Context: an optimization exercise on an open-source flow, tuned for small area, a short achievable clock period and few clock cycles. The choices shown serve that exercise and are no tape-out recipe. At most, simulation tests tie the RTL to the original design; equivalence was not proved.

==> run Y: inputs <==
## surfaceUnit
module surfaceUnit #(
    parameter int FRAC_BITS   = 16,
    parameter int CHECKER_BIT = 18
) (
    input  logic        clk,
    input  logic        resetn,
    input  logic        addInput,
    input  surfacePkg::fixedT       rayOrigX,
    input  surfacePkg::fixedT       rayOrigY,
    input  surfacePkg::fixedT       rayOrigZ,
    input  surfacePkg::fixedT       rayDirX,
    input  surfacePkg::fixedT       rayDirY,
    input  surfacePkg::fixedT       rayDirZ,
    input  surfacePkg::pixelT       pixelX,
    input  surfacePkg::pixelT       pixelY,
    input  surfacePkg::bounceT      bounceLevel,
    input  surfacePkg::colorT       lastColor,
    output logic        fifoFull,
    output logic        rayStart,
    input  logic        hitValid,
    input  surfacePkg::fixedT       hitT,
    input  surfacePkg::primIndexT   hitPrim,
    input  surfacePkg::surfaceTypeT hitSurface,
    input  surfacePkg::colorT       hitColor,
    input  logic        candDone,
    input  logic        outputFull,
    output logic        valid,
    output surfacePkg::colorT       outColor,
    output surfacePkg::surfaceTypeT outSurface,
    output surfacePkg::primIndexT   outPrim,
    output surfacePkg::fixedT       hitPosX,
    output surfacePkg::fixedT       hitPosY,
  ...
==> flow/config.mk <==
export PLATFORM = sky130hd
export DESIGN_NAME = surfaceUnit
export DESIGN_NICKNAME = surfaceUnit
export VERILOG_FILES = /design/flow/design.v
export SDC_FILE = /design/flow/constraint.sdc
export NUM_CORES = 4
export LEC_CHECK = 0
export ABC_CLOCK_PERIOD_IN_PS = 3000
export CAP_MARGIN = 20
export CORE_MARGIN = 2
export CORE_UTILIZATION = 40
export PLACE_DENSITY = 0.6
export SLEW_MARGIN = 20
==> flow/constraint.sdc <==
create_clock -name core_clock -period 11.0 [get_ports {clk}]
set_input_delay 2.2000 -clock core_clock [delete_from_list [all_inputs] [get_ports {clk}]]
set_output_delay 2.2000 -clock core_clock [all_outputs]
set_load 0.01 [all_outputs]
standard.sh (not shown) runs the stock make flow with config.mk's settings and CLKGATE_MAP_FILE= SYNTH_SCRIPT=/design/flow/synth_recipe.tcl, a recipe that flattens the netlist after the stock synthesis.
==> flow/flow/run.sh <==
#!/bin/bash
# Standard layout, with timing repair aiming for extra setup slack
# (the clock period and constraints are the design's, unchanged).
set -o pipefail
cp standard.sh standard_sh_copy.log 2>/dev/null
export SETUP_SLACK_MARGIN=7
# Port buffers: the smallest plain buffer instead of the default pick
export BUFFER_PORTS_ARGS="-buffer_cell sky130_fd_sc_hd__buf_1"
bash standard.sh > standard_flow.log 2>&1
==> run Z (differences from run Y) <==
--- a/flow/design.v
+++ b/flow/design.v
@@ -1334,111 +1334,16 @@
     wire s1090;
     wire c1091;
     wire s1092;
     wire c1093;
     wire s1094;
     wire c1095;
     wire s1096;
     wire c1097;
-    logic r1098;
-    logic r1099;
-    logic r1100;
-    logic r1101;
-    logic r1102;
-    logic r1103;
-    logic r1104;
-    logic r1105;
-    logic r1106;
-    logic r1107;
-    logic r1108;
-    logic r1109;
-    logic r1110;
-    logic r1111;
-    logic r1112;
-    logic r1113;
-    logic r1114;
-    logic r1115;
-    logic r1116;
-    logic r1117;
-    logic r1118;
-    logic r1119;
-    logic r1120;
-    logic r1121;
-    logic r1122;
-    logic r1123;
-    logic r1124;
-    logic r1125;
-    logic r1126;
-    logic r1127;
-    logic r1128;
-    logic r1129;
-    logic r1130;
-    logic r1131;
-    logic r1132;
-    logic r1133;
-    logic r1134;
-    logic r1135;
-    logic r1136;
-    logic r1137;
-    logic r1138;
-    logic r1139;
-    logic r1140;
-    logic r1141;
-    logic r1142;
-    logic r1143;
-    logic r1144;
-    logic r1145;
-    logic r1146;
-    logic r1147;
-    logic r1148;
-    logic r1149;
-    logic r1150;
-    logic r1151;
-    logic r1152;
-    logic r1153;
-    logic r1154;
-    logic r1155;
-    logic r1156;
-    logic r1157;
-    logic r1158;
-    logic r1159;
-    logic r1160;
-    logic r1161;
-    logic r1162;
-    logic r1163;
-    logic r1164;
-    logic r1165;
-    logic r1166;
-    logic r1167;
-    logic r1168;
-    logic r1169;
-    logic r1170;
-    logic r1171;
-    logic r1172;
-    logic r1173;
-    logic r1174;
-    logic r1175;
-    logic r1176;
-    logic r1177;
-    logic r1178;
-    logic r1179;
-    logic r1180;
-    logic r1181;
-    logic r1182;
-    logic r1183;
-    logic r1184;
-    logic r1185;
-    logic r1186;
-    logic r1187;
-    logic r1188;
-    logic r1189;
-    logic r1190;
-    logic r1191;
-    logic r1192;
     wire neg0 = bNeg[0];
     wire one0 = bOne[0];
     wire two0 = bTwo[0];
     wire pp0_0 = neg0 ^ (one0 & d[0]);
     wire pp0_1 = neg0 ^ ((one0 & d[1]) | (two0 & d[0]));
     wire pp0_2 = neg0 ^ ((one0 & d[2]) | (two0 & d[1]));
     wire pp0_3 = neg0 ^ ((one0 & d[3]) | (two0 & d[2]));
     wire pp0_4 = neg0 ^ ((one0 & d[4]) | (two0 & d[3]));
@@ -3047,114 +2952,19 @@
         r910 <= s727;
         r911 <= s729;
         r912 <= c724;
         r913 <= c726;
         r914 <= s731;
         r915 <= s733;
         r916 <= c728;
         r917 <= c730;
-        r1098 <= r735;
-        r1099 <= r736;
-        r1100 <= r737;
-        r1101 <= s1006;
-        r1102 <= r740;
-        r1103 <= s1008;
-        r1104 <= c1007;
-        r1105 <= s1010;
-        r1106 <= c1009;
-        r1107 <= s1012;
-        r1108 <= c1011;
-        r1109 <= s1014;
-        r1110 <= c1013;
-        r1111 <= s1016;
-        r1112 <= c1015;
-        r1113 <= s1018;
-        r1114 <= c1017;
-        r1115 <= s1020;
-        r1116 <= c1019;
-        r1117 <= s1022;
-        r1118 <= c1021;
-        r1119 <= s1024;
-        r1120 <= c1023;
-        r1121 <= s1026;
-        r1122 <= c1025;
-        r1123 <= s1028;
-        r1124 <= c1027;
-        r1125 <= s1030;
-        r1126 <= c1029;
-        r1127 <= s1032;
-        r1128 <= c1031;
-        r1129 <= s1034;
-        r1130 <= c1033;
-        r1131 <= s1036;
-        r1132 <= c1035;
-        r1133 <= s1038;
-        r1134 <= c1037;
-        r1135 <= s1040;
-        r1136 <= c1039;
-        r1137 <= s1042;
-        r1138 <= c1041;
-        r1139 <= s1044;
-        r1140 <= c1043;
-        r1141 <= s1046;
-        r1142 <= c1045;
-        r1143 <= s1048;
-        r1144 <= c1047;
-        r1145 <= s1050;
-        r1146 <= c1049;
-        r1147 <= s1052;
-        r1148 <= c1051;
-        r1149 <= s1054;
-        r1150 <= c1053;
-        r1151 <= s1056;
-        r1152 <= c1055;
-        r1153 <= s1058;
-        r1154 <= c1057;
-        r1155 <= s1060;
-        r1156 <= c1059;
-        r1157 <= s1062;
-        r1158 <= c1061;
-        r1159 <= s1064;
-        r1160 <= c1063;
-        r1161 <= s1066;
-        r1162 <= c1065;
-        r1163 <= s1068;
-        r1164 <= c1067;
-        r1165 <= s1070;
-        r1166 <= c1069;
-        r1167 <= s1072;
-        r1168 <= c1071;
-        r1169 <= s1074;
-        r1170 <= c1073;
-        r1171 <= s1076;
-        r1172 <= c1075;
-        r1173 <= s1078;
-        r1174 <= c1077;
-        r1175 <= s1080;
-        r1176 <= c1079;
-        r1177 <= s1082;
-        r1178 <= c1081;
-        r1179 <= s1084;
-        r1180 <= c1083;
-        r1181 <= s1086;
-        r1182 <= c1085;
-        r1183 <= s1088;
-        r1184 <= c1087;
-        r1185 <= s1090;
-        r1186 <= c1089;
-        r1187 <= s1092;
-        r1188 <= c1091;
-        r1189 <= s1094;
-        r1190 <= c1093;
-        r1191 <= s1096;
-        r1192 <= c1095;
     end
-    wire [47:0] rowA = {r1191, r1189, r1187, r1185, r1183, r1181, r1179, r1177, r1175, r1173, r1171, r1169, r1167, r1165, r1163, r1161, r1159, r1157, r1155, r1153, r1151, r1149, r1147, r1145, r1143, r1141, r1139, r1137, r1135, r1133, r1131, r1129, r1127, r1125, r1123, r1121, r1119, r1117, r1115, r1113, r1111, r1109, r1107, r1105, r1103, r1101, r1100, r1098};
-    wire [47:0] rowB = {r1192, r1190, r1188, r1186, r1184, r1182, r1180, r1178, r1176, r1174, r1172, r1170, r1168, r1166, r1164, r1162, r1160, r1158, r1156, r1154, r1152, r1150, r1148, r1146, r1144, r1142, r1140, r1138, r1136, r1134, r1132, r1130, r1128, r1126, r1124, r1122, r1120, r1118, r1116, r1114, r1112, r1110, r1108, r1106, r1104, r1102, 1'b0, r1099};
+    wire [47:0] rowA = {s1096, s1094, s1092, s1090, s1088, s1086, s1084, s1082, s1080, s1078, s1076, s1074, s1072, s1070, s1068, s1066, s1064, s1062, s1060, s1058, s1056, s1054, s1052, s1050, s1048, s1046, s1044, s1042, s1040, s1038, s1036, s1034, s1032, s1030, s1028, s1026, s1024, s1022, s1020, s1018, s1016, s1014, s1012, s1010, s1008, s1006, r737, r735};
+    wire [47:0] rowB = {c1095, c1093, c1091, c1089, c1087, c1085, c1083, c1081, c1079, c1077, c1075, c1073, c1071, c1069, c1067, c1065, c1063, c1061, c1059, c1057, c1055, c1053, c1051, c1049, c1047, c1045, c1043, c1041, c1039, c1037, c1035, c1033, c1031, c1029, c1027, c1025, c1023, c1021, c1019, c1017, c1015, c1013, c1011, c1009, c1007, r740, 1'b0, r736};
     wire [47:0] sum = rowA + rowB;
     assign res = sum[47:16];
 endmodule
 `timescale 1ns/1ns
 module surfaceUnit #(
     parameter int FRAC_BITS   = 16,
     parameter int CHECKER_BIT = 18
 ) (
@@ -3226,18 +3036,16 @@
     surfacePkg::fixedT       bkDirX, bkDirY;
     surfacePkg::surfaceTypeT bkSurface;
     surfacePkg::primIndexT   bkPrim;
     surfacePkg::colorT       bkColor;
     surfacePkg::pixelT       bkPixelX, bkPixelY;
     surfacePkg::bounceT      bkBounce;
     surfacePkg::colorT       bkLastColor;
     surfacePkg::fixedT       mulDir, mulOrig, mulRes;
-    logic       midValid;                     
-    logic [1:0] midAxis;
     logic       resValid;                     
     logic [1:0] resAxis;                      
     logic       lastAxisRes;                  
     logic       recPend;                      
     logic       recHeld;
     logic       darkSquare;
     renderStateRegs i_renderState (
         .clk        (clk),
@@ -3297,47 +3105,42 @@
         .finSurface (finSurface),
         .finPrim    (finPrim),
         .finColor   (finColor)
     );
     assign bkWaiting = bkFull && (bkAxis == 2'd0);
     assign bkFree    = !bkFull || (bkAxis == 2'd2);
     assign capture   = (candDoneR || resultPend) && bkFree;
     assign recHeld = (recPend && !valid) || lastAxisRes;
-    assign bkGo    = bkWaiting && (!outputFull || !recHeld) &&
-                     !(midValid && (midAxis == 2'd2));
+    assign bkGo    = bkWaiting && (!outputFull || !recHeld);
     assign bkIssue = bkGo || (bkFull && (bkAxis != 2'd0));
     assign trackerOk = !(surfFinish && (candDoneR || resultPend)) &&
                        !((surfFinish || candDoneR || resultPend) && bkWaiting && !bkGo);
     always_ff @(posedge clk or negedge resetn) begin
         if (!resetn) begin
             resultPend  <= 1'b0;
             bkFull      <= 1'b0;
             bkAxis      <= 2'd0;
-            midValid    <= 1'b0;
-            midAxis     <= 2'd0;
             resValid    <= 1'b0;
             resAxis     <= 2'd0;
             recPend     <= 1'b0;
             valid       <= 1'b0;
         end else begin
             resultPend <= (candDoneR || resultPend) && !capture;
             if (capture) begin
                 bkFull <= 1'b1;
                 bkAxis <= 2'd0;
             end else if (bkIssue) begin
                 bkAxis <= (bkAxis == 2'd2) ? 2'd0 : bkAxis + 2'd1;
                 if (bkAxis == 2'd2) begin
                     bkFull <= 1'b0;
                 end
             end
-            midValid    <= bkIssue;
-            midAxis     <= bkAxis;
-            resValid    <= midValid;
-            resAxis     <= midAxis;
+            resValid    <= bkIssue;
+            resAxis     <= bkAxis;
             recPend     <= lastAxisRes || (recPend && !valid);
             valid       <= (lastAxisRes || (recPend && !valid)) && !outputFull;
         end
     end
     always_ff @(posedge clk) begin
         if (capture) begin
             bkNeg       <= finNeg;
             bkOne       <= finOne;
==> flow/flow/run.sh (replaced) <==
#!/bin/bash
# Standard layout, with timing repair aiming for extra setup slack
# (the clock period and constraints are the design's, unchanged).
set -o pipefail
cp standard.sh standard_sh_copy.log 2>/dev/null
export SETUP_SLACK_MARGIN=7
bash standard.sh > standard_flow.log 2>&1
==> run K (differences from run Y) <==
==> flow/flow/run.sh (replaced) <==
#!/bin/bash
# Standard layout, with timing repair aiming for extra setup slack
# (the clock period and constraints are the design's, unchanged).
set -o pipefail
cp standard.sh standard_sh_copy.log 2>/dev/null
export SETUP_SLACK_MARGIN=7.6
# Port buffers: the smallest plain buffer instead of the default pick
export BUFFER_PORTS_ARGS="-buffer_cell sky130_fd_sc_hd__buf_1"
bash standard.sh > standard_flow.log 2>&1
==> comparison <==
- In run Z the register-to-register slack is worse than in run K, by 0.50 ns.
- Core utilization: run K is higher than run Z (0.12 points).
- Via count, highest first: run K, run Y, run Z.
- Of run Z and run K, run K has the higher worst setup slack (gap 0.35 ns).
- In synthesized area, run K and run Y do not differ.
Testbench counts of run Z, summed over its fixed seeds: cycles 9,983.
No functional check of the RTL was part of run Y and run K.

-- what the ideal ports hide --
In the flow no input, the clock included, has a driving cell. The finished layouts below were timed again as built, in two steps.
Step 1 assumes that a clkbuf_16 drives the clock port and a buf_2 every other input.
Step 2 also shifts input and output timing later by t, the mid clock arrival at the registers, as if the neighbouring blocks saw the same clock.
Slacks: ideal ports / drivers / drivers and shift; pairs: ideal ports / drivers.
run | shift t [ns] | setup WS [ns] | worst register clock-pin slew, ns | worst data-port slew with drivers (ns) | pins driven straight from the clock port
run Y | 0.904 | 7.114 / 7.114 / 6.828 | 0.07 / 0.07 | 0.16 | 1
run Z | 0.879 | 7.006 / 6.980 / 6.647 | 0.07 / 0.07 | 0.15 | 1
run K | 0.889 | 7.359 / 7.273 / 6.986 | 0.07 / 0.07 | 0.16 | 1
After both steps every run listed still meets setup and hold. For run K, which loses most, drivers alone change the setup slack by -0.086 ns; drivers and shift together by -0.373 ns.
